Source: an optimization exercise on an open RTL-to-GDS flow (aim: a short achievable clock period and few clock cycles). Production flows keep margins and buffers that such runs may drop. The RTL was checked by simulation tests, not by an equivalence proof against the original design. Power is estimated from default activity; no workload was simulated.

$ cat design/flow/config.mk
export PLATFORM = sky130hd
export DESIGN_NAME = roi_crop_mosaic_address_gen_core
export DESIGN_NICKNAME = roi_crop_mosaic_address_gen_core
export VERILOG_FILES = /design/flow/design.v
export SDC_FILE = /design/flow/constraint.sdc
export NUM_CORES = 4
export LEC_CHECK = 0
export CAP_MARGIN = 20
export CORE_MARGIN = 2
export CORE_UTILIZATION = 50
export CTS_CLUSTER_DIAMETER = 100
export CTS_CLUSTER_SIZE = 24
export SLEW_MARGIN = 20
$ cat design/flow/constraint.sdc
create_clock -name core_clock -period 10.0 [get_ports {clk}]
set_input_delay 2.0000 -clock core_clock [delete_from_list [all_inputs] [get_ports {clk}]]
set_output_delay 2.0000 -clock core_clock [all_outputs]
set_load 0.01 [all_outputs]
$ cat design/flow/design.v
package rcmag_pkg;
    localparam int MAX_REGIONS = 200;
    localparam int ADDR_W      = 27;
    localparam logic [1:0] T_FRAME  = 2'd0;
    localparam logic [1:0] T_REGION = 2'd1;
    localparam logic [1:0] T_DROP   = 2'd2;
    localparam logic [1:0] KIND_TOP_LEFT = 2'd0;
    localparam logic [1:0] KIND_LUMA     = 2'd1;
    localparam logic [1:0] KIND_CHROMA   = 2'd2;
    localparam logic [1:0] KIND_CLEAR    = 2'd3;
endpackage
module rcmag_mac (
    input  logic [16:0] tab_a,
    input  logic [16:0] tab_b,
    output logic [20:0] res
);
    assign res = {4'd0, tab_a} + {tab_b, 4'd0};
endmodule
module rcmag_ctrl (
    input  logic          clk,
    input  logic          rst_n,
    input  logic [12:0]   cfg_w,
    input  logic [12:0]   cfg_h,
    input  logic [4:0]    cfg_scx,
    input  logic [4:0]    cfg_scy,
    input  logic [6:0]    cfg_cols,       
    input  logic [12:0]   cfg_nslots,     
    input  logic [14:0]   cfg_w3,         
    input  logic          i_v,
    input  logic          i_act,
    input  logic [47:0]   i_data,
    output logic          r_v,
    output logic          r_emit,         
    output logic          r_rows,         
    output logic [1:0]    r_kind,
    output logic          r_last,
    output logic [7:0]    r_slot,
    output logic [15:0]   r_tlx,
    output logic [15:0]   r_tly,
    output logic [26:0]   r_ls,
    output logic [26:0]   r_ld,
    output logic [26:0]   r_cs,
    output logic [26:0]   r_cd,
    output logic [5:0]    r_len,
    output logic [5:0]    r_nrows,
    output logic          r_y0odd
);
    function automatic logic [14:0] wmul(input logic [1:0] d, input logic [12:0] w,
                                         input logic [14:0] w3);
        case (d)
            2'd0: wmul = 15'd0;
            2'd1: wmul = {2'd0, w};
            2'd2: wmul = {1'b0, w, 1'b0};
            default: wmul = w3;
        endcase
    endfunction
    logic [7:0] cnt_reg;
    logic [5:0] col_reg, row_reg;
    logic [6:0] col_inc;
    logic       region_ok;
    assign col_inc   = {1'b0, col_reg} + 7'd1;
    assign region_ok = cnt_reg < 8'(rcmag_pkg::MAX_REGIONS);
    always_ff @(posedge clk or negedge rst_n)
    begin
        if (!rst_n)
        begin
            cnt_reg <= '0;
            col_reg <= '0;
            row_reg <= '0;
        end
        else if (i_v)
        begin
            if (!i_act)
            begin
                cnt_reg <= '0;
                col_reg <= '0;
                row_reg <= '0;
            end
            else if (region_ok)
            begin
                cnt_reg <= cnt_reg + 8'd1;
                if (col_inc >= cfg_cols)
                begin
                    col_reg <= '0;
                    if (row_reg != 6'd63)
                        row_reg <= row_reg + 6'd1;
                end
                else
                    col_reg <= col_inc[5:0];
            end
        end
    end
    logic        b_v;
    logic [1:0]  b_t;
    logic [7:0]  b_slot;
    logic [5:0]  b_col, b_row;
    logic [11:0] b_sx, b_sy;
    logic [12:0] sum_x, sum_y;
    assign sum_x = {1'b0, i_data[11:0]} + {1'b0, i_data[23:12]};
    assign sum_y = {1'b0, i_data[35:24]} + {1'b0, i_data[47:36]};
    always_ff @(posedge clk or negedge rst_n)
        if (!rst_n) b_v <= 1'b0;
        else        b_v <= i_v;
    always_ff @(posedge clk)
    begin
        b_t    <= !i_act ? rcmag_pkg::T_FRAME : (region_ok ? rcmag_pkg::T_REGION : rcmag_pkg::T_DROP);
        b_slot <= cnt_reg;
        b_col  <= col_reg;
        b_row  <= row_reg;
        b_sx   <= sum_x[12:1];
        b_sy   <= sum_y[12:1];
    end
    logic        c_v;
    logic [1:0]  c_t;
    logic [7:0]  c_slot;
    logic [5:0]  c_col;
    logic [9:0]  c_rclo, c_rchi;
    logic [14:0] c_xlo, c_ylo;
    logic [13:0] c_xhi, c_yhi;
    always_ff @(posedge clk or negedge rst_n)
        if (!rst_n) c_v <= 1'b0;
        else        c_v <= b_v;
    always_ff @(posedge clk)
    begin
        c_t    <= b_t;
        c_slot <= b_slot;
        c_col  <= b_col;
        c_rclo <= 10'(b_row[2:0] * cfg_cols);
        c_rchi <= 10'(b_row[5:3] * cfg_cols);
        c_xlo  <= 15'(b_sx * cfg_scx[2:0]);
        c_xhi  <= 14'(b_sx * cfg_scx[4:3]);
        c_ylo  <= 15'(b_sy * cfg_scy[2:0]);
        c_yhi  <= 14'(b_sy * cfg_scy[4:3]);
    end
    logic        d_v;
    logic [1:0]  d_t;
    logic [7:0]  d_slot;
    logic [5:0]  d_col;
    logic        d_room;
    logic [16:0] d_cx, d_cy;
    logic [12:0] d_rc;
    always_ff @(posedge clk or negedge rst_n)
        if (!rst_n) d_v <= 1'b0;
        else        d_v <= c_v;
    always_ff @(posedge clk)
    begin
        d_t    <= c_t;
        d_slot <= c_slot;
        d_col  <= c_col;
        d_room <= {5'd0, c_slot} < cfg_nslots;
        d_cx   <= {2'd0, c_xlo} + {c_xhi, 3'd0};
        d_cy   <= {2'd0, c_ylo} + {c_yhi, 3'd0};
        d_rc   <= {3'd0, c_rclo} + {c_rchi, 3'd0};
    end
    logic        e_v;
    logic [1:0]  e_t;
    logic [7:0]  e_slot;
    logic [5:0]  e_col;
    logic [12:0] e_rc;
    logic        e_room;
    logic [16:0] e_x0, e_y0;
    logic [17:0] e_x1r, e_y1r;
    logic [16:0] x0c, y0c;
    assign x0c = (d_cx[16:4] != 13'd0) ? {d_cx[16:4] - 13'd1, d_cx[3:0]} : 17'd0;
    assign y0c = (d_cy[16:4] != 13'd0) ? {d_cy[16:4] - 13'd1, d_cy[3:0]} : 17'd0;
    always_ff @(posedge clk or negedge rst_n)
        if (!rst_n) e_v <= 1'b0;
        else        e_v <= d_v;
    always_ff @(posedge clk)
    begin
        e_t    <= d_t;
        e_slot <= d_slot;
        e_col  <= d_col;
        e_rc   <= d_rc;
        e_room <= d_room;
        e_x0   <= x0c;
        e_y0   <= y0c;
        e_x1r  <= {1'b0, d_cx} + 18'd16;
        e_y1r  <= {1'b0, d_cy} + 18'd16;
    end
    logic        f_v;
    logic [1:0]  f_t;
    logic [7:0]  f_slot;
    logic [5:0]  f_col;
    logic [12:0] f_rc;
    logic        f_active;
    logic [3:0]  f_x0hi, f_y0hi;
    logic [12:0] f_x0, f_y0;
    logic [13:0] f_q;
    logic [17:0] f_x1r, f_y1r;
    logic        f_x1gt, f_y1gt;
    always_ff @(posedge clk or negedge rst_n)
        if (!rst_n) f_v <= 1'b0;
        else        f_v <= e_v;
    always_ff @(posedge clk)
    begin
        f_t      <= e_t;
        f_slot   <= e_slot;
        f_col    <= e_col;
        f_rc     <= e_rc;
        f_active <= e_room && ({4'd0, cfg_w} > e_x0) && ({4'd0, cfg_h} > e_y0);
        f_x0hi   <= e_x0[16:13];
        f_y0hi   <= e_y0[16:13];
        f_x0     <= e_x0[12:0];
        f_y0     <= e_y0[12:0];
        f_q      <= {2'd0, e_y0[12:1]} + {1'b0, cfg_h} + {13'd0, e_y0[0]};
        f_x1r    <= e_x1r;
        f_y1r    <= e_y1r;
        f_x1gt   <= e_x1r > {5'd0, cfg_w};
        f_y1gt   <= e_y1r > {5'd0, cfg_h};
    end
    logic        g_v;
    logic [1:0]  g_t;
    logic [7:0]  g_slot;
    logic        g_active, g_y0odd;
    logic [3:0]  g_x0hi, g_y0hi;
    logic [26:0] g_ld;
    logic [22:0] g_cda;
    logic [12:0] g_x0, g_y0;
    logic [5:0]  g_len, g_nrows;
    logic [16:0] g_sa [0:3];
    logic [16:0] g_sb [0:3];
    logic [5:0]  x1c, y1c;
    logic [15:0] ya, qa;
    assign x1c = f_x1gt ? cfg_w[5:0] : f_x1r[5:0];
    assign y1c = f_y1gt ? cfg_h[5:0] : f_y1r[5:0];
    assign ya  = {3'd0, f_y0};
    assign qa  = {2'd0, f_q};
    always_ff @(posedge clk or negedge rst_n)
        if (!rst_n) g_v <= 1'b0;
        else        g_v <= f_v;
    always_ff @(posedge clk)
    begin
        g_t      <= f_t;
        g_slot   <= f_slot;
        g_active <= f_active;
        g_y0odd  <= f_y0[0];
        g_x0hi   <= f_x0hi;
        g_y0hi   <= f_y0hi;
        g_ld     <= (f_t == rcmag_pkg::T_FRAME) ? {4'd0, cfg_nslots, 10'd0}
                                                : {4'd0, f_rc, 10'd0} + {16'd0, f_col, 5'd0};
        g_cda    <= {1'b0, f_rc, 9'd0} + {12'd0, f_col, 5'd0};
        g_x0     <= f_x0;
        g_y0     <= f_y0;
        g_len    <= x1c - f_x0[5:0];
        g_nrows  <= y1c - f_y0[5:0];
        for (int j = 0; j < 4; j++)
        begin
            g_sa[j] <= {2'd0, wmul(ya[4*j +: 2], cfg_w, cfg_w3)}
                       + {wmul(ya[4*j+2 +: 2], cfg_w, cfg_w3), 2'd0};
            g_sb[j] <= {2'd0, wmul(qa[4*j +: 2], cfg_w, cfg_w3)}
                       + {wmul(qa[4*j+2 +: 2], cfg_w, cfg_w3), 2'd0};
        end
    end
    logic        h_v;
    logic [1:0]  h_t;
    logic [7:0]  h_slot;
    logic        h_active, h_y0odd;
    logic [3:0]  h_x0hi, h_y0hi;
    logic [26:0] h_ld, h_cd;
    logic [12:0] h_x0, h_y0;
    logic [5:0]  h_len, h_nrows;
    logic [20:0] h_a1, h_a2, h_b1, h_b2;
    logic [20:0] a1, a2, b1, b2;
    rcmag_mac u_a1 (.tab_a(g_sa[0]), .tab_b(g_sa[1]), .res(a1));
    rcmag_mac u_a2 (.tab_a(g_sa[2]), .tab_b(g_sa[3]), .res(a2));
    rcmag_mac u_b1 (.tab_a(g_sb[0]), .tab_b(g_sb[1]), .res(b1));
    rcmag_mac u_b2 (.tab_a(g_sb[2]), .tab_b(g_sb[3]), .res(b2));
    always_ff @(posedge clk or negedge rst_n)
        if (!rst_n) h_v <= 1'b0;
        else        h_v <= g_v;
    always_ff @(posedge clk)
    begin
        h_t      <= g_t;
        h_slot   <= g_slot;
        h_active <= g_active;
        h_y0odd  <= g_y0odd;
        h_x0hi   <= g_x0hi;
        h_y0hi   <= g_y0hi;
        h_ld     <= g_ld;
        h_cd     <= {4'd0, g_cda} + {4'd0, cfg_nslots, 10'd0};
        h_x0     <= g_x0;
        h_y0     <= g_y0;
        h_len    <= g_len;
        h_nrows  <= g_nrows;
        h_a1     <= a1;
        h_a2     <= a2;
        h_b1     <= b1;
        h_b2     <= b2;
    end
    logic        is_frame, is_region;
    assign is_frame  = h_t == rcmag_pkg::T_FRAME;
    assign is_region = h_t == rcmag_pkg::T_REGION;
    assign r_v     = h_v;
    assign r_emit  = is_frame || is_region;
    assign r_rows  = is_region && h_active;
    assign r_kind  = is_frame ? rcmag_pkg::KIND_CLEAR : rcmag_pkg::KIND_TOP_LEFT;
    assign r_last  = is_frame || !h_active;
    assign r_slot  = is_frame ? 8'd0 : h_slot;
    assign r_tlx   = is_frame ? 16'd0 : (h_x0hi[3] ? 16'hFFFF : {h_x0hi[2:0], h_x0});
    assign r_tly   = is_frame ? 16'd0 : (h_y0hi[3] ? 16'hFFFF : {h_y0hi[2:0], h_y0});
    assign r_ls    = 27'({6'd0, h_a1} + {h_a2, 8'd0} + {14'd0, h_x0});
    assign r_cs    = 27'({6'd0, h_b1} + {h_b2, 8'd0} + {14'd0, h_x0});
    assign r_ld    = h_ld;
    assign r_cd    = h_cd;
    assign r_len   = h_len;
    assign r_nrows = h_nrows;
    assign r_y0odd = h_y0odd;
endmodule
module roi_crop_mosaic_address_gen_core (
    input  logic         clk,
    input  logic         rst_n,
    input  logic         s_tvalid,
    output logic         s_tready,
    input  logic [47:0]  s_tdata,   
    input  logic         s_tuser,   
    output logic         m_tvalid,
    input  logic         m_tready,
    output logic [103:0] m_tdata,   
    output logic [1:0]   m_tuser,   
    output logic         m_tlast,
    input  logic         cfg_valid,
    output logic         cfg_ready,
    input  logic [2:0]   cfg_index,
    input  logic [12:0]  cfg_data
);
    localparam int FIFO_N = 2;
    logic [12:0] cfg_w, cfg_h;
    logic [4:0]  cfg_scx, cfg_scy;
    logic [6:0]  cfg_cols, cfg_rows;
    logic [12:0] cfg_nslots;
    logic [11:0] cfg_mw;
    logic [9:0]  ns_lo, ns_hi;
    logic [14:0] cfg_w3;
    assign cfg_ready = 1'b1;
    function automatic logic [6:0] clamp_tiles(input logic [6:0] v);
        if (v == 7'd0)
            clamp_tiles = 7'd1;
        else if (v > 7'd64)
            clamp_tiles = 7'd64;
        else
            clamp_tiles = v;
    endfunction
    always_ff @(posedge clk or negedge rst_n)
    begin
        if (!rst_n)
        begin
            cfg_w    <= 13'd3840;
            cfg_h    <= 13'd2160;
            cfg_scx  <= 5'd8;
            cfg_scy  <= 5'd8;
            cfg_cols <= 7'd20;
            cfg_rows <= 7'd20;
        end
        else if (cfg_valid)
        begin
            case (cfg_index)
                3'd0: cfg_w    <= cfg_data;
                3'd1: cfg_h    <= cfg_data;
                3'd2: cfg_scx  <= cfg_data[4:0];
                3'd3: cfg_scy  <= cfg_data[4:0];
                3'd4: cfg_cols <= clamp_tiles(cfg_data[6:0]);
                3'd5: cfg_rows <= clamp_tiles(cfg_data[6:0]);
                default: ;
            endcase
        end
    end
    assign cfg_mw = {cfg_cols[6:0], 5'd0};
    always_ff @(posedge clk)
    begin
        ns_lo      <= 10'(cfg_cols * cfg_rows[2:0]);
        ns_hi      <= 10'(cfg_cols * cfg_rows[6:3]);
        cfg_nslots <= {3'd0, ns_lo} + {ns_hi, 3'd0};
        cfg_w3     <= {2'd0, cfg_w} + {1'b0, cfg_w, 1'b0};
    end
    logic        i_v, i_act;
    logic [47:0] i_data;
    logic [2:0]  occ;
    logic        pop;
    logic [2:0]  occ_np;
    logic        take;
    logic rdy;
    assign take   = s_tvalid && rdy;
    assign occ_np = occ - {2'd0, pop};
    always_ff @(posedge clk or negedge rst_n)
    begin
        if (!rst_n)
        begin
            i_v      <= 1'b0;
            occ      <= '0;
            rdy      <= 1'b0;
            s_tready <= 1'b0;
        end
        else
        begin
            i_v      <= take;
            occ      <= take ? occ_np + 3'd1 : occ_np;
            rdy      <= take ? (occ_np < 3'(FIFO_N - 1)) : (occ_np < 3'(FIFO_N));
            s_tready <= (s_tvalid && s_tready) ? (occ_np < 3'(FIFO_N - 1)) : (occ_np < 3'(FIFO_N));
        end
    end
    always_ff @(posedge clk)
    begin
        i_act  <= s_tuser;
        i_data <= s_tdata;
    end
    logic        r_v, r_emit, r_rows, r_last, r_y0odd;
    logic [1:0]  r_kind;
    logic [7:0]  r_slot;
    logic [15:0] r_tlx, r_tly;
    logic [26:0] r_ls, r_ld, r_cs, r_cd;
    logic [5:0]  r_len, r_nrows;
    rcmag_ctrl u_ctrl (
        .clk        (clk),
        .rst_n      (rst_n),
        .cfg_w      (cfg_w),
        .cfg_h      (cfg_h),
        .cfg_scx    (cfg_scx),
        .cfg_scy    (cfg_scy),
        .cfg_cols   (cfg_cols),
        .cfg_nslots (cfg_nslots),
        .cfg_w3     (cfg_w3),
        .i_v        (i_v),
        .i_act      (i_act),
        .i_data     (i_data),
        .r_v        (r_v),
        .r_emit     (r_emit),
        .r_rows     (r_rows),
        .r_kind     (r_kind),
        .r_last     (r_last),
        .r_slot     (r_slot),
        .r_tlx      (r_tlx),
        .r_tly      (r_tly),
        .r_ls       (r_ls),
        .r_ld       (r_ld),
        .r_cs       (r_cs),
        .r_cd       (r_cd),
        .r_len      (r_len),
        .r_nrows    (r_nrows),
        .r_y0odd    (r_y0odd)
    );
    localparam int REC_W = 1 + 1 + 2 + 1 + 8 + 16 + 16 + 4*27 + 6 + 6 + 1;
    logic [REC_W-1:0] fifo_mem [0:FIFO_N-1];
    logic             wp, rp;
    logic [2:0]       fcnt;
    logic [REC_W-1:0] head;
    logic             h_emit, h_rows, h_last, h_y0odd;
    logic [1:0]       h_kind;
    logic [7:0]       h_slot;
    logic [15:0]      h_tlx, h_tly;
    logic [26:0]      h_ls, h_ld, h_cs, h_cd;
    logic [5:0]       h_len, h_nrows;
    always_ff @(posedge clk)
        if (r_v)
            fifo_mem[wp] <= {r_emit, r_rows, r_kind, r_last, r_slot, r_tlx, r_tly,
                             r_ls, r_ld, r_cs, r_cd, r_len, r_nrows, r_y0odd};
    always_ff @(posedge clk or negedge rst_n)
    begin
        if (!rst_n)
        begin
            wp   <= '0;
            rp   <= '0;
            fcnt <= '0;
        end
        else
        begin
            if (r_v)
                wp <= !wp;
            if (pop)
                rp <= !rp;
            fcnt <= fcnt + {2'd0, r_v} - {2'd0, pop};
        end
    end
    assign head = fifo_mem[rp];
    assign {h_emit, h_rows, h_kind, h_last, h_slot, h_tlx, h_tly,
            h_ls, h_ld, h_cs, h_cd, h_len, h_nrows, h_y0odd} = head;
    logic        busy, ph_c, hodd, rem1;
    logic [5:0]  rem;
    logic [7:0]  e_slot;
    logic [5:0]  e_len;
    logic [26:0] lsrc, ldst, csrc, cdst;
    logic        adv, push, e_lastrow;
    logic        sk_v, o_v;
    logic [1:0]  e_kind;
    logic        e_last;
    logic [7:0]  e_oslot;
    logic [26:0] e_src, e_dst;
    logic [5:0]  e_olen;
    logic [15:0] e_tlx, e_tly;
    assign adv       = !sk_v;
    assign pop       = adv && !busy && (fcnt != 3'd0);
    assign push      = adv && (busy || ((fcnt != 3'd0) && h_emit));
    assign e_lastrow = rem1 && (ph_c || hodd);
    always_comb
    begin
        if (busy)
        begin
            e_kind  = ph_c ? rcmag_pkg::KIND_CHROMA : rcmag_pkg::KIND_LUMA;
            e_last  = e_lastrow;
            e_oslot = e_slot;
            e_src   = ph_c ? csrc : lsrc;
            e_dst   = ph_c ? cdst : ldst;
            e_olen  = e_len;
            e_tlx   = '0;
            e_tly   = '0;
        end
        else
        begin
            e_kind  = h_kind;
            e_last  = h_last;
            e_oslot = h_slot;
            e_src   = '0;
            e_dst   = (h_kind == rcmag_pkg::KIND_CLEAR) ? h_ld : '0;
            e_olen  = '0;
            e_tlx   = h_tlx;
            e_tly   = h_tly;
        end
    end
    always_ff @(posedge clk or negedge rst_n)
    begin
        if (!rst_n)
            busy <= 1'b0;
        else if (adv)
        begin
            if (busy)
                busy <= !e_lastrow;
            else if (fcnt != 3'd0)
                busy <= h_rows;
        end
    end
    always_ff @(posedge clk)
    begin
        if (adv)
        begin
            if (busy)
            begin
                if (ph_c)
                begin
                    csrc <= csrc + {14'd0, cfg_w};
                    cdst <= cdst + {15'd0, cfg_mw};
                    ph_c <= 1'b0;
                    hodd <= 1'b1;
                    rem  <= rem - 6'd1;
                    rem1 <= rem == 6'd2;
                end
                else
                begin
                    lsrc <= lsrc + {14'd0, cfg_w};
                    ldst <= ldst + {15'd0, cfg_mw};
                    if (!hodd)
                        ph_c <= 1'b1;
                    else
                    begin
                        hodd <= 1'b0;
                        rem  <= rem - 6'd1;
                        rem1 <= rem == 6'd2;
                    end
                end
            end
            else
            begin
                lsrc   <= h_ls;
                ldst   <= h_ld;
                csrc   <= h_cs;
                cdst   <= h_cd;
                e_slot <= h_slot;
                e_len  <= h_len;
                rem    <= h_nrows;
                rem1   <= h_nrows == 6'd1;
                hodd   <= h_y0odd;
                ph_c   <= 1'b0;
            end
        end
    end
    logic        o_load;
    logic [1:0]  o_kind, oh_kind, sk_kind, n_kind;
    logic        o_last, oh_last, sk_last, n_last;
    logic [7:0]  o_slot, oh_slot, sk_slot, n_slot;
    logic [26:0] o_src, o_dst, oh_src, oh_dst, sk_src, sk_dst, n_src, n_dst;
    logic [5:0]  o_len, oh_len, sk_len, n_len;
    logic [15:0] o_tlx, o_tly, oh_tlx, oh_tly, sk_tlx, sk_tly, n_tlx, n_tly;
    assign o_load = !o_v || m_tready;
    logic o_vp;
    always_ff @(posedge clk or negedge rst_n)
    begin
        if (!rst_n)
        begin
            o_v  <= 1'b0;
            o_vp <= 1'b0;
            sk_v <= 1'b0;
        end
        else
        begin
            if (o_load)
                o_v <= sk_v || push;
            if (!o_vp || m_tready)
                o_vp <= sk_v || push;
            sk_v <= sk_v ? !o_load : (push && !o_load);
        end
    end
    assign n_kind = sk_v ? sk_kind : e_kind;
    assign n_last = sk_v ? sk_last : e_last;
    assign n_slot = sk_v ? sk_slot : e_oslot;
    assign n_src  = sk_v ? sk_src  : e_src;
    assign n_dst  = sk_v ? sk_dst  : e_dst;
    assign n_len  = sk_v ? sk_len  : e_olen;
    assign n_tlx  = sk_v ? sk_tlx  : e_tlx;
    assign n_tly  = sk_v ? sk_tly  : e_tly;
    always_ff @(posedge clk)
    begin
        if (!sk_v)
        begin
            sk_kind <= e_kind;
            sk_last <= e_last;
            sk_slot <= e_oslot;
            sk_src  <= e_src;
            sk_dst  <= e_dst;
            sk_len  <= e_olen;
            sk_tlx  <= e_tlx;
            sk_tly  <= e_tly;
        end
        if (o_load && (sk_v || push))
        begin
            oh_kind <= n_kind;
            oh_last <= n_last;
            oh_slot <= n_slot;
            oh_src  <= n_src;
            oh_dst  <= n_dst;
            oh_len  <= n_len;
            oh_tlx  <= n_tlx;
            oh_tly  <= n_tly;
        end
        o_kind <= o_load ? n_kind : oh_kind;
        o_last <= o_load ? n_last : oh_last;
        o_slot <= o_load ? n_slot : oh_slot;
        o_src  <= o_load ? n_src  : oh_src;
        o_dst  <= o_load ? n_dst  : oh_dst;
        o_len  <= o_load ? n_len  : oh_len;
        o_tlx  <= o_load ? n_tlx  : oh_tlx;
        o_tly  <= o_load ? n_tly  : oh_tly;
    end
    assign m_tvalid = o_vp;
    assign m_tuser  = o_kind;
    assign m_tlast  = o_last;
    assign m_tdata  = {4'd0, o_tly, o_tlx, o_len, o_dst, o_src, o_slot};
endmodule
$ cat design/flow/flow/run.sh
#!/bin/bash
# Standard layout, with timing repair aimed at a tighter target than the clock period so that
# the resizer keeps improving paths that already meet 10 ns. Constraints are unchanged.
set -euo pipefail
bash standard.sh SETUP_SLACK_MARGIN=7 finish > standard_flow.log 2>&1
$ cat design/flow/standard.sh
#!/bin/bash
# synth_recipe.tcl (not shown) runs the flow's synth.tcl, then flattens the netlist and writes it again
# the make line also repeats each setting of config.mk as NAME=value (left out here)
make -C /OpenROAD-flow-scripts/flow DESIGN_CONFIG=/design/flow/config.mk WORK_HOME=/design/flow/orfs CLKGATE_MAP_FILE= SYNTH_SCRIPT=/design/flow/synth_recipe.tcl "${@:-finish}"
==> results of run 1 <==
Yosys cell counts, drive strengths merged (13+ instances only):
library cell	number
nand2b	68
o21ai	456
o21bai	33
dfxtp	1097
dfrtp	78
nand2	662
buf	44
nor2	374
nor4	19
a31o	13
and2	135
edfxtp	522
nand3	92
or3	26
o31ai	15
a221oi	22
a22o	133
mux2	165
clkbuf	246
nor3b	14
fa	92
inv	351
a21o	96
mux2i	185
nand4	47
and3	59
a21boi	19
a211oi	74
a31oi	41
xor2	130
a21oi	349
nor3	107
dfstp	14
nor2b	163
xnor2	319
o41ai	14
ha	528
o211ai	26
o21a	60
logic make-up after synthesis:
| group | after synthesis | share of synthesized area [%] |
|---|---|---|
| AO/OA/AOI/OAI | 1441 | 12.0 |
| XOR/XNOR | 449 | 5.15 |
| adder cells (fa/ha/maj) | 620 | 11.1 |
| buffers and inverters | 641 | 3.22 |
| flip-flops | 1711 | 52.3 |
| multiplexers | 350 | 4.86 |
| other | 2 | 0.00983 |
| AND/OR/NAND/NOR | 1815 | 11.4 |
path summary, 6_finish.rpt:
path / end / start / slack (ns) / depth (start not counted)
min: u_ctrl.h_b1[1] / u_ctrl.g_sb[0][1] / 0.28 / 0
max: s_tready / s_tready / 6.73 / 1
max reg2reg: lsrc[18] / cfg_w[0] / 7.00 / 11
max in group asynchronous: sk_v / rst_n / 7.44 / 2
min in group asynchronous: cfg_scx[0] / rst_n / 1.22 / 1
min reg2reg: u_ctrl.h_b1[1] / u_ctrl.g_sb[0][1] / 0.28 / 0
layout make-up:
cell class / instances / area, um^2 / share of cell area, %
flip-flops and latches: 1711 / 40200 / 47.3
multi-input cells: 4683 / 34800 / 41.0
repair buffers: 350 / 3460 / 4.08
well taps: 2030 / 2540 / 2.99
clock buffers: 135 / 2290 / 2.70
inverters: 351 / 1370 / 1.61
clock inverters: 12 / 251 / 0.296
diodes: 2 / 5.00 / 0.00590
power breakdown:
group,leakage (nW),switching (mW),internal (mW)
registers,15.2,1.81,10.3
clock network,1.20,2.22,1.65
logic,19.2,8.11,6.19
per-stage QoR:
stage	hold WS, ns	util [%]	std cells	power (mW)
2_1_floorplan	0.310	-	7032	21.4
3_3_place_gp	0.311	52.7	8998	25.3
3_5_place_dp	0.312	52.7	8998	25.5
4_1_cts	0.273	55.2	9233	29.9
5_1_grt	0.294	56.0	9272	32.5
6_report	0.285	56.0	9274	30.3
worst register-to-register path: stages, from the launching register on:
cell and delay, ns:
dfrtp_4 0.52, buf_12 0.16, ha_4 0.18, fa_2 0.39
a21o_1 0.21, a221oi_4 0.29, o21ai_2 0.14, a311oi_4 0.32
buf_6 0.19, nor4b_1 0.07, xnor2_1 0.18, a21oi_1 0.10
per-layer routing:
metal / global-route usage, % / vias up
met5: 0 / -
met4: 5.98 / 2
met3: 2.37 / 214
met2: 34.3 / 1195
met1: 33.5 / 24000
li1: - / 24900
repair_timing:
item | 4_1_cts | 5_1_grt
hold buffers | 0 | 0
resized for setup | 678 | 195
cloned | 5 | 2
pin swaps | 25 | 77
setup buffers | 83 | 37
endpoints found under the setup margin | 508 | 372
==> run notes, run 1 <==
Ys flop type: dfxtp_1
Arrival time at the worst endpoint: 1.27 ns
Clock root buffer: clkbuf_16
Die W: 395 um
Hold WC Path Type: flip-flop to flip-flop
Synth area leaders: dfxtp_1 29%, edfxtp_1 21%, ha_1 8.7%, xnor2_1 3.7%, nand2_1 3.3%
Initial antenna violation count: 11
Final WL: 177000 um
Post-synthesis cell area: 76400 um^2
Avg Vias per Cell: 5.43
DP Area: 80000 um^2
Most frequent cells in the layout: 993 x dfxtp_1, 658 x nand2_1, 522 x edfxtp_1
Worst Tran Pin Value: 1.02 ns
WL met2: 76100 um
Synthesized area per cell: 10.9 um^2
Post-synth EDFFs: 522
H-tree depth: 3
GRT overflow: 0
Asr flop ratio synth: 5.38%
Final hold violation count: 0
Layout cells sized above 1: 11.9%
Post-route cell area: 84900 um^2
Metal3 WL: 8940 um
M1 wire length: 87300 um
# DRC: 0
DR top layer: met5
Clk buf depth: 3
CP max stage cell: dfrtp_1
Commonest non-fill, non-tap cell in the layout: dfxtp_1
Netlist cell types: 94
CP peak stage delay: 0.42 ns
Delay-heaviest family, CP: flip-flops
Final Worst Setup Slack: 6.73 ns
Drt first pass iters: 6
Max rail drop VDD: 0.217 mV
Register area share after synthesis: 52.3%
Max Freq: 306 MHz
Warnings, synthesis: 6
Via count: 50.3k
Relative slew slack: 31.6%
Port Buf Inserts: 174
CP max FO: 2
Ports: 180
Area leader, netlist: dfxtp_1
Worst path bufs/invs: 1
Initial Utilization: 50.3%
Synth Instances: 7029
Gr usage total: 22.3%
Leak: 35.6 nW
Routed Antenna Nets: 0
Tcrit/Tclk final: 32.7%
Clk_skew: 0.0521 ns
TritonCTS clock tree: built
Top-area cell type share of the netlist area: 28.8%
Place WS: 5.20 ns
Iteration-0 DRC Markers: 3528
Slew Limit Fails: 0
Final Net Count: 7870
Global-route wire length before repair: 277000 um
Power density over cell area: 357 nW/um^2
Rows: 143
Sink Count: 1711
Largest net degree at the start of global routing: 96
Final setup violating endpoints: 0
CTS buffer count: 83
Post-route setup TNS: 0 ns
Max reg flops: 298
Vias in the first global route: 48.5k
FF+latch count, synth: 1711
Clock latency on the worst-skew pair: 0.74 ns
Biggest register: fifo_mem
Die area: 156000 um^2
Final GP Congestion: 0.869
Outcome: no timing/DRC/antenna violations
Die Y: 395 um
Hpwl dp: 124000 um
RSZ-0062 raised after global routing: yes
Startpoint types: flip-flop
Largest regs: fifo_mem (298), u_ctrl.g_sb (66), u_ctrl.g_sa (64)
WP data required: 8.00 ns
Area Growth Syn to Fin: 11.2%
Worst Setup Path Type: flip-flop to primary output
Wire per inst: 19.1 um
Fill count: 13.1k
Core box area: 152000 um^2
Cell Chain, Critical Path: buf_6
Number of max-cap violations: 0
Crit path time final: 3.27 ns
CP endpoint kind: primary output
Clock slew at reported path FFs: 0.10 ns
Testbench counts, summed over its fixed seeds: cycles 75,828.
==> run 2: changes to the inputs <==
--- a/design/flow/config.mk
+++ b/design/flow/config.mk
@@ -10,4 +10,5 @@
 export CORE_UTILIZATION = 50
 export CTS_CLUSTER_DIAMETER = 100
 export CTS_CLUSTER_SIZE = 24
+export PLACE_DENSITY = 0.8
 export SLEW_MARGIN = 20
==> run 2 against run 1 <==
  * Critical path type unchanged
  * Sequential power about the same
  * Sequential share of layout area rose by 0.095 points
  * Final cell count is essentially flat
==> run notes, run 2 <==
Outcome: no timing/DRC/antenna violations (unchanged)
Via count: 52.3k (was 50.3k)
RSZ-0062 raised after global routing: yes (unchanged)
Most frequent cells in the layout: 984 x dfxtp_1, 659 x nand2_1, 522 x edfxtp_1 (was 993 x dfxtp_1, 658 x nand2_1, 522 x edfxtp_1)
R2R cell count: 11 (unchanged)
Iteration-0 DRC Markers: 4486 (was 3528)
Clk_skew: 0.0529 ns (was 0.0521 ns)
Post-synthesis cell area: 76400 um^2 (unchanged)
Final WL: 178000 um (was 177000 um)
Rows: 143 (unchanged)
Layout cells sized above 1: 11.9% (about the same)
Power density over cell area: 359 nW/um^2 (was 357 nW/um^2)
Delay-heaviest family, CP: flip-flops (unchanged)
Die Y: 395 um (unchanged)
Hold endpoint: u_ctrl.d_cy[1] (was u_ctrl.h_b1[1])
Final setup violating endpoints: 0 (unchanged)
Max reg flops: 298 (unchanged)
Reg-to-reg startpoint: cfg_cols[2] (was cfg_w[0])
Post-synth EDFFs: 522 (unchanged)
Reg-to-Reg End: ns_hi[8] (was lsrc[18])
CP endpoint kind: primary output (unchanged)
Global-route wire length before repair: 273000 um (was 277000 um)
Register area share after synthesis: 52.3% (unchanged)
Crit path time final: 3.27 ns (about the same)
Arrival time at the worst endpoint: 1.27 ns (about the same)
Leak: 35.5 nW (was 35.6 nW)
Clock slew at reported path FFs: 0.10 ns (about the same)
Fin util: 55.9% (was 56.0%)
Hold WC Path Type: flip-flop to flip-flop (unchanged)
FF+latch count, synth: 1711 (unchanged)
Vias in the first global route: 50.3k (was 48.5k)
Worst path bufs/invs: 1 (unchanged)
Max Freq: 306 MHz (about the same)
Synthesized area per cell: 10.9 um^2 (unchanged)
Asr flop ratio synth: 5.38% (unchanged)
Netlist cell types: 94 (unchanged)
Area leader, netlist: dfxtp_1 (unchanged)
Fill count: 12.4k (was 13.1k)
Final GP Congestion: 0.908 (was 0.869)
Largest regs: fifo_mem (298), u_ctrl.g_sb (66), u_ctrl.g_sa (64) (unchanged)
CTS buffer count: 83 (unchanged)
TritonCTS clock tree: built (unchanged)
Worst Setup Path Type: flip-flop to primary output (unchanged)
CP startpoint: o_vp (was s_tready)
Synth Instances: 7029 (unchanged)
Ports: 180 (unchanged)
CP max stage cell: dfrtp_1 (unchanged)
Slew Limit Fails: 0 (unchanged)
Warnings, synthesis: 6 (unchanged)
GRT overflow: 0 (unchanged)
CP peak stage delay: 0.41 ns (was 0.42 ns)
Gr usage total: 21.8% (was 22.3%)
Core box area: 152000 um^2 (unchanged)
Die W: 395 um (unchanged)
Hold Startpoint: u_ctrl.c_ylo[1] (was u_ctrl.g_sb[0][1])
Number of max-cap violations: 0 (unchanged)
Largest net degree at the start of global routing: 99 (was 96)
Routed Antenna Nets: 0 (unchanged)
Max rail drop VDD: 0.211 mV (was 0.217 mV)
Final hold violation count: 0 (unchanged)
Die area: 156000 um^2 (unchanged)
# DRC: 0 (unchanged)
Sink Count: 1711 (unchanged)
WP data required: 8.00 ns (about the same)
Clk buf depth: 3 (unchanged)
Clock root buffer: clkbuf_16 (unchanged)
Drt first pass iters: 7 (was 6)
Biggest register: fifo_mem (unchanged)
Synth area leaders: dfxtp_1 29%, edfxtp_1 21%, ha_1 8.7%, xnor2_1 3.7%, nand2_1 3.3% (unchanged)
Top-area cell type share of the netlist area: 28.8% (unchanged)
Initial Utilization: 50.3% (unchanged)
Cell Chain, Critical Path: buf_2 (was buf_6)
Top cells by count, synth: 1097 x dfxtp_1, 662 x nand2_1, 528 x ha_1 (unchanged)
Top-count cell post-synth: dfxtp_1 (unchanged)
Hpwl dp: 123000 um (was 124000 um)
Commonest non-fill, non-tap cell in the layout: dfxtp_1 (unchanged)
Area Growth Syn to Fin: 11.1% (was 11.2%)
Port Buf Inserts: 174 (unchanged)
Ys flop type: dfxtp_1 (unchanged)
Relative slew slack: 35.1% (was 31.6%)
Setup slack, reg-to-reg: 6.90 ns (was 7.00 ns)
Post-route setup TNS: 0 ns (unchanged)
Hold path cells: 0 (unchanged)
Final Net Count: 7866 (was 7870)
Worst Tran Pin Value: 0.974 ns (was 1.02 ns)
Wire per inst: 19.2 um (was 19.1 um)
Tcrit/Tclk final: 32.7% (about the same)
H-tree depth: 3 (unchanged)
Avg Vias per Cell: 5.64 (was 5.43)
Initial antenna violation count: 4 (was 11)
Startpoint types: flip-flop (unchanged)
Clock latency on the worst-skew pair: 0.74 ns (about the same)
CP max FO: 2 (unchanged)
## run 2: changes by cell type in the layout (fill, tap and decap cells not counted), moves of 5 or more
cell,previous run,this run
dfxtp_1,993,984
buf_12,21,10
buf_2,37,31
buf_4,130,138
ha_1,508,514
dfxtp_4,13,21
buf_6,80,85
ha_2,13,3
## run 2: per-stage QoR
step,power [mW],std cells,hold slack [ns],area [um^2],setup WS (ns)
CTS,29.5,9194,0.305,83300,6.68
floorplan,21.4,7032,0.310,76500,5.88
detailed placement,25.3,8985,0.312,79900,5.07
global placement,24.7,8983,0.310,79900,5.14
finish,30.4,9272,0.307,84800,6.73
global route,32.4,9270,0.319,84800,6.69
## run 2: layout make-up
class                   instances  area, um^2  area share, %
clock buffers                 136        2310           2.72
inverters                     351        1370           1.62
well taps                    2030        2540           2.99
clock inverters                13         221          0.261
diodes                          2        5.00        0.00590
repair inverters                1        7.51        0.00885
flip-flops and latches       1711       40200           47.4
multi-input cells            4684       34900           41.1
repair buffers                344        3280           3.86
## run 2: logic make-up (layout without fill, tap and decap cells)
kind of cell	Yosys count	after routing	share of synthesized area, %
AND/OR/NAND/NOR	1815	1819	11.4
flip-flops	1711	1711	52.3
AO/OA/AOI/OAI	1441	1441	12.0
buffers and inverters	641	845	3.22
adder cells (fa/ha/maj)	620	620	11.1
XOR/XNOR	449	449	5.15
multiplexers	350	350	4.86
other	2	7	0.00983
## run 2: layer usage
metal / wire length [um] / global-route usage [%]
met1: 77400 / 29.6
met2: 81600 / 35.8
met3: 12200 / 2.91
met4: 6540 / 7.47
met5: 11 / 0
## run 2: report_power, final
part	internal, mW	total (mW)	switching, mW
Combinational	6.24	14.3	8.09
Clock	1.63	3.84	2.21
Sequential	10.3	12.3	1.96
Total	18.2	30.4	12.3
## run 2: repair_timing
action / CTS / global route
hold buffers: 0 / 0
hold endpoints to repair: 0 / 0
gates cloned: 4 / 4
gates resized for setup: 678 / 203
pin swaps: 14 / 66
setup buffers: 56 / 71
setup endpoints to repair: 482 / 330
## run 2: worst max-delay path by stage
stage | to | cells past startpoint
6_report | m_tvalid | 1
5_1_grt | m_tvalid | 1
4_1_cts | m_tdata[79] | 1
3_5_place_dp | oh_src[21] | 4
3_3_place_gp | oh_src[19] | 4
2_1_floorplan | oh_dst[0] | 3
==> run 3: changes to the inputs <==
--- a/design/flow/config.mk
+++ b/design/flow/config.mk
@@ -7,8 +7,8 @@
 export LEC_CHECK = 0
 export CAP_MARGIN = 20
 export CORE_MARGIN = 2
-export CORE_UTILIZATION = 50
+export CORE_UTILIZATION = 65
 export CTS_CLUSTER_DIAMETER = 100
 export CTS_CLUSTER_SIZE = 24
-export PLACE_DENSITY = 0.8
+export PLACE_DENSITY = 0.75
 export SLEW_MARGIN = 20
==> run 3 against run 2 <==
  * Still clean
  * Combinational power is essentially flat
  * Sequential share of layout area is 0.26 points higher
  * Area after synthesis did not move
  * Core utilization rose by 17 points
  * Non-clock buffer count grew 9
  * First-iteration DRC count increased by 2.6%
  * Critical path type unchanged
==> run notes, run 3 <==
Wire per inst: 20.1 um (was 19.2 um)
Synthesized area per cell: 10.9 um^2 (unchanged)
Netlist cell types: 94 (unchanged)
Simple-Gate Fraction of Synth Area: 11.4% (unchanged)
Top-area cell type share of the netlist area: 28.8% (unchanged)
Area Growth Syn to Fin: 10.4% (was 11.1%)
Xor and xnor fraction of the mapped netlist area: 5.15% (unchanged)
Initial Utilization: 65.6% (was 50.3%)
Commonest non-fill, non-tap cell in the layout: dfxtp_1 (unchanged)
Vias in the first global route: 50.2k (was 50.3k)
WP data required: 8.00 ns (about the same)
Die W: 347 um (was 395 um)
Hpwl dp: 122000 um (was 123000 um)
Ys flop type: dfxtp_1 (unchanged)
Fin util: 72.4% (was 55.9%)
Clock root buffer: clkbuf_16 (unchanged)
Sink Count: 1711 (unchanged)
Number of max-cap violations: 0 (unchanged)
Tcrit/Tclk final: 32.7% (about the same)
Post-synthesis cell area: 76400 um^2 (unchanged)
Initial antenna violation count: 6 (was 4)
Iteration-0 DRC Markers: 4601 (was 4486)
Asr flop ratio synth: 5.38% (unchanged)
CP endpoint kind: primary output (unchanged)
CTS buffer count: 82 (was 83)
Worst Setup Path Type: flip-flop to primary output (unchanged)
Compound-gate portion of the synthesized area: 12.0% (unchanged)
# DRC: 0 (unchanged)
FF+latch count, synth: 1711 (unchanged)
Power density over cell area: 362 nW/um^2 (was 359 nW/um^2)
Mux cell area share after synthesis: 4.86% (unchanged)
Final hold violation count: 0 (unchanged)
Arrival time at the worst endpoint: 1.27 ns (about the same)
Final Net Count: 7872 (was 7866)
Hold WC Path Type: flip-flop to flip-flop (unchanged)
Post-synth EDFFs: 522 (unchanged)
# hold bufs at CTS: 0 (unchanged)
Final GP Congestion: 0.918 (was 0.908)
Slew Limit Fails: 0 (unchanged)
Startpoint types: flip-flop (unchanged)
Routed Antenna Nets: 0 (unchanged)
Max rail drop VDD: 0.272 mV (was 0.211 mV)
Ports: 180 (unchanged)
Rows: 125 (was 143)
Hold slack final: 0.317 ns (was 0.307 ns)
Final WL: 176000 um (was 178000 um)
Largest net degree at the start of global routing: 103 (was 99)
GRT overflow: 0 (unchanged)
TritonCTS clock tree: built (unchanged)
Top cells by count, synth: 1097 x dfxtp_1, 662 x nand2_1, 528 x ha_1 (unchanged)
Clk_skew: 0.0307 ns (was 0.0529 ns)
RSZ-0062 raised after global routing: yes (unchanged)
CP max stage cell: dfrtp_1 (unchanged)
Clk buf depth: 3 (unchanged)
Most frequent cells in the layout: 993 x dfxtp_1, 660 x nand2_1, 522 x edfxtp_1 (was 984 x dfxtp_1, 659 x nand2_1, 522 x edfxtp_1)
Global-route wire length before repair: 275000 um (was 273000 um)
Post-route setup TNS: 0 ns (unchanged)
Register area share after synthesis: 52.3% (unchanged)
Max Freq: 306 MHz (about the same)
Max reg flops: 298 (unchanged)
Largest regs: fifo_mem (298), u_ctrl.g_sb (66), u_ctrl.g_sa (64) (unchanged)
Top-count cell post-synth: dfxtp_1 (unchanged)
Combinational family with the most area after synthesis: compound AO/OA/AOI/OAI gates (unchanged)
Clock slew at reported path FFs: 0.09 ns (was 0.10 ns)
Delay-heaviest family, CP: flip-flops (unchanged)
CP peak stage delay: 0.41 ns (about the same)
Biggest register: fifo_mem (unchanged)
Via count: 51.7k (was 52.3k)
Layout cells sized above 1: 12.0% (was 11.9%)
Port Buf Inserts: 174 (unchanged)
Die Y: 347 um (was 395 um)
Leak: 35.6 nW (was 35.5 nW)
CP max FO: 2 (unchanged)
Avg Vias per Cell: 5.89 (was 5.64)
Final setup violating endpoints: 0 (unchanged)
Clock latency on the worst-skew pair: 0.71 ns (was 0.74 ns)
Synth Instances: 7029 (unchanged)
Gr usage total: 28.7% (was 21.8%)
Overall power: 30.5 mW (was 30.4 mW)
Warnings, synthesis: 6 (unchanged)
Synth Area in Adders: 11.1% (unchanged)
Cell Chain, Critical Path: buf_2 (unchanged)
Area leader, netlist: dfxtp_1 (unchanged)
Drt first pass iters: 6 (was 7)
Crit path time final: 3.27 ns (about the same)
Worst Tran Pin Value: 1.04 ns (was 0.974 ns)
Core box area: 116000 um^2 (was 152000 um^2)
H-tree depth: 3 (unchanged)
Synth area leaders: dfxtp_1 29%, edfxtp_1 21%, ha_1 8.7%, xnor2_1 3.7%, nand2_1 3.3% (unchanged)
Outcome: no timing/DRC/antenna violations (unchanged)
Worst path bufs/invs: 1 (unchanged)
Relative slew slack: 30.9% (was 35.1%)
Die area: 120000 um^2 (was 156000 um^2)
## run 3: cells by family after synthesis
logic type,Yosys count
muxes,350
DFF,1711
AOI/OAI and AO/OA,1441
and+or+nand+nor,1815
other,2
adders and majority gates,620
xor gates and xnor gates,449
buffers and inverters,641
## run 3: worst register-to-register path, cell delays in order, from the launching register on
cell	delay, ns
dfstp_4	0.69
nand2_4	0.06
fa_1	0.53
fa_2	0.47
buf_4	0.16
fa_2	0.40
inv_1	0.08
a21oi_2	0.06
o21bai_2	0.16
a21o_1	0.14
a21oi_2	0.05
xnor2_1	0.12
## run 3: area by class of cell
class	count	area (um^2)
sequential	1711	40200
multi-input combinational	4683	34900
fill	8239	32100
timing repair buffer	353	3470
clock buffer	136	2250
tap	1524	1910
inverter	351	1370
clock inverter	12	228
antenna	1	2.50
## run 3: power breakdown
part           internal, mW  total [mW]  switching (mW)
logic                  6.26        14.5            8.22
clock network          1.64        3.82            2.19
registers              10.3        12.2            1.87
## run 3: worst paths after layout
path	startpoint	to	slack, ns	depth (start not counted)
worst min register to register	u_ctrl.g_x0hi[2]	u_ctrl.h_x0hi[2]	0.32	0
worst max-delay path	o_vp	m_tvalid	6.73	1
worst min-delay path	u_ctrl.g_x0hi[2]	u_ctrl.h_x0hi[2]	0.32	0
min in group asynchronous	rst_n	cfg_scy[4]	1.32	1
max in group asynchronous	rst_n	cfg_w[12]	7.50	2
worst max register to register	cfg_cols[2]	ns_hi[8]	6.98	11
## run 3: what timing repair did
action / CTS / global route
pin swaps: 22 / 72
resized for setup: 678 / 201
buffers inserted: 71 / 56
gates cloned: 5 / 5
endpoints found under the setup margin: 487 / 388
## run 3: stage by stage
stage | area [um^2] | setup WS, ns | cells
finish | 84300 | 6.73 | 8771
floorplan | 76500 | 5.88 | 7032
global route | 84300 | 6.69 | 8770
detailed placement | 79400 | 5.31 | 8484
global placement | 79300 | 5.41 | 8482
CTS | 83000 | 6.73 | 8708
## run 3: routing by layer
layer | vias to the layer above | global-route usage [%] | share of wire, %
met5 | - | 0 | 0
met4 | 0 | 8.07 | 2.9
met3 | 312 | 3.74 | 6.8
met2 | 1718 | 45.8 | 45
met1 | 24700 | 41.2 | 46
li1 | 24900 | - | -

==> afterwards: timing with drivers on the ports <==
The results above use ideal ports. As a check the final layouts listed here were re-extracted and re-timed, cells and wires unchanged. Step 1 (the two cells are an assumption about what drives the block):
set clk [get_ports {clk}]
set_driving_cell -lib_cell sky130_fd_sc_hd__clkbuf_16 $clk
set_driving_cell -lib_cell sky130_fd_sc_hd__buf_2 [delete_from_list [all_inputs] $clk]
Step 2 also shifts input and output timing later by t, the mid clock arrival at the registers, as if the neighbouring blocks saw the same clock. Slacks: no drivers / after step 1 / after step 2; pairs: no drivers / after step 1.
run | shift t [ns] | slack for setup (ns) | worst hold slack (ns) | slew at the worst register clock pin (ns) | pins driven straight from the clock port
run 1 | 0.794 | 6.730 / 6.646 / 6.418 | 0.285 / 0.285 / 0.285 | 0.10 / 0.10 | 1
run 2 | 0.792 | 6.735 / 6.656 / 6.263 | 0.307 / 0.307 / 0.307 | 0.10 / 0.10 | 1
run 3 | 0.778 | 6.729 / 6.649 / 6.375 | 0.317 / 0.317 / 0.317 | 0.10 / 0.10 | 1
After both steps setup and hold are still met in every run listed. For run 2, which loses most, drivers alone change the setup slack by -0.079 ns; drivers and shift together by -0.472 ns.
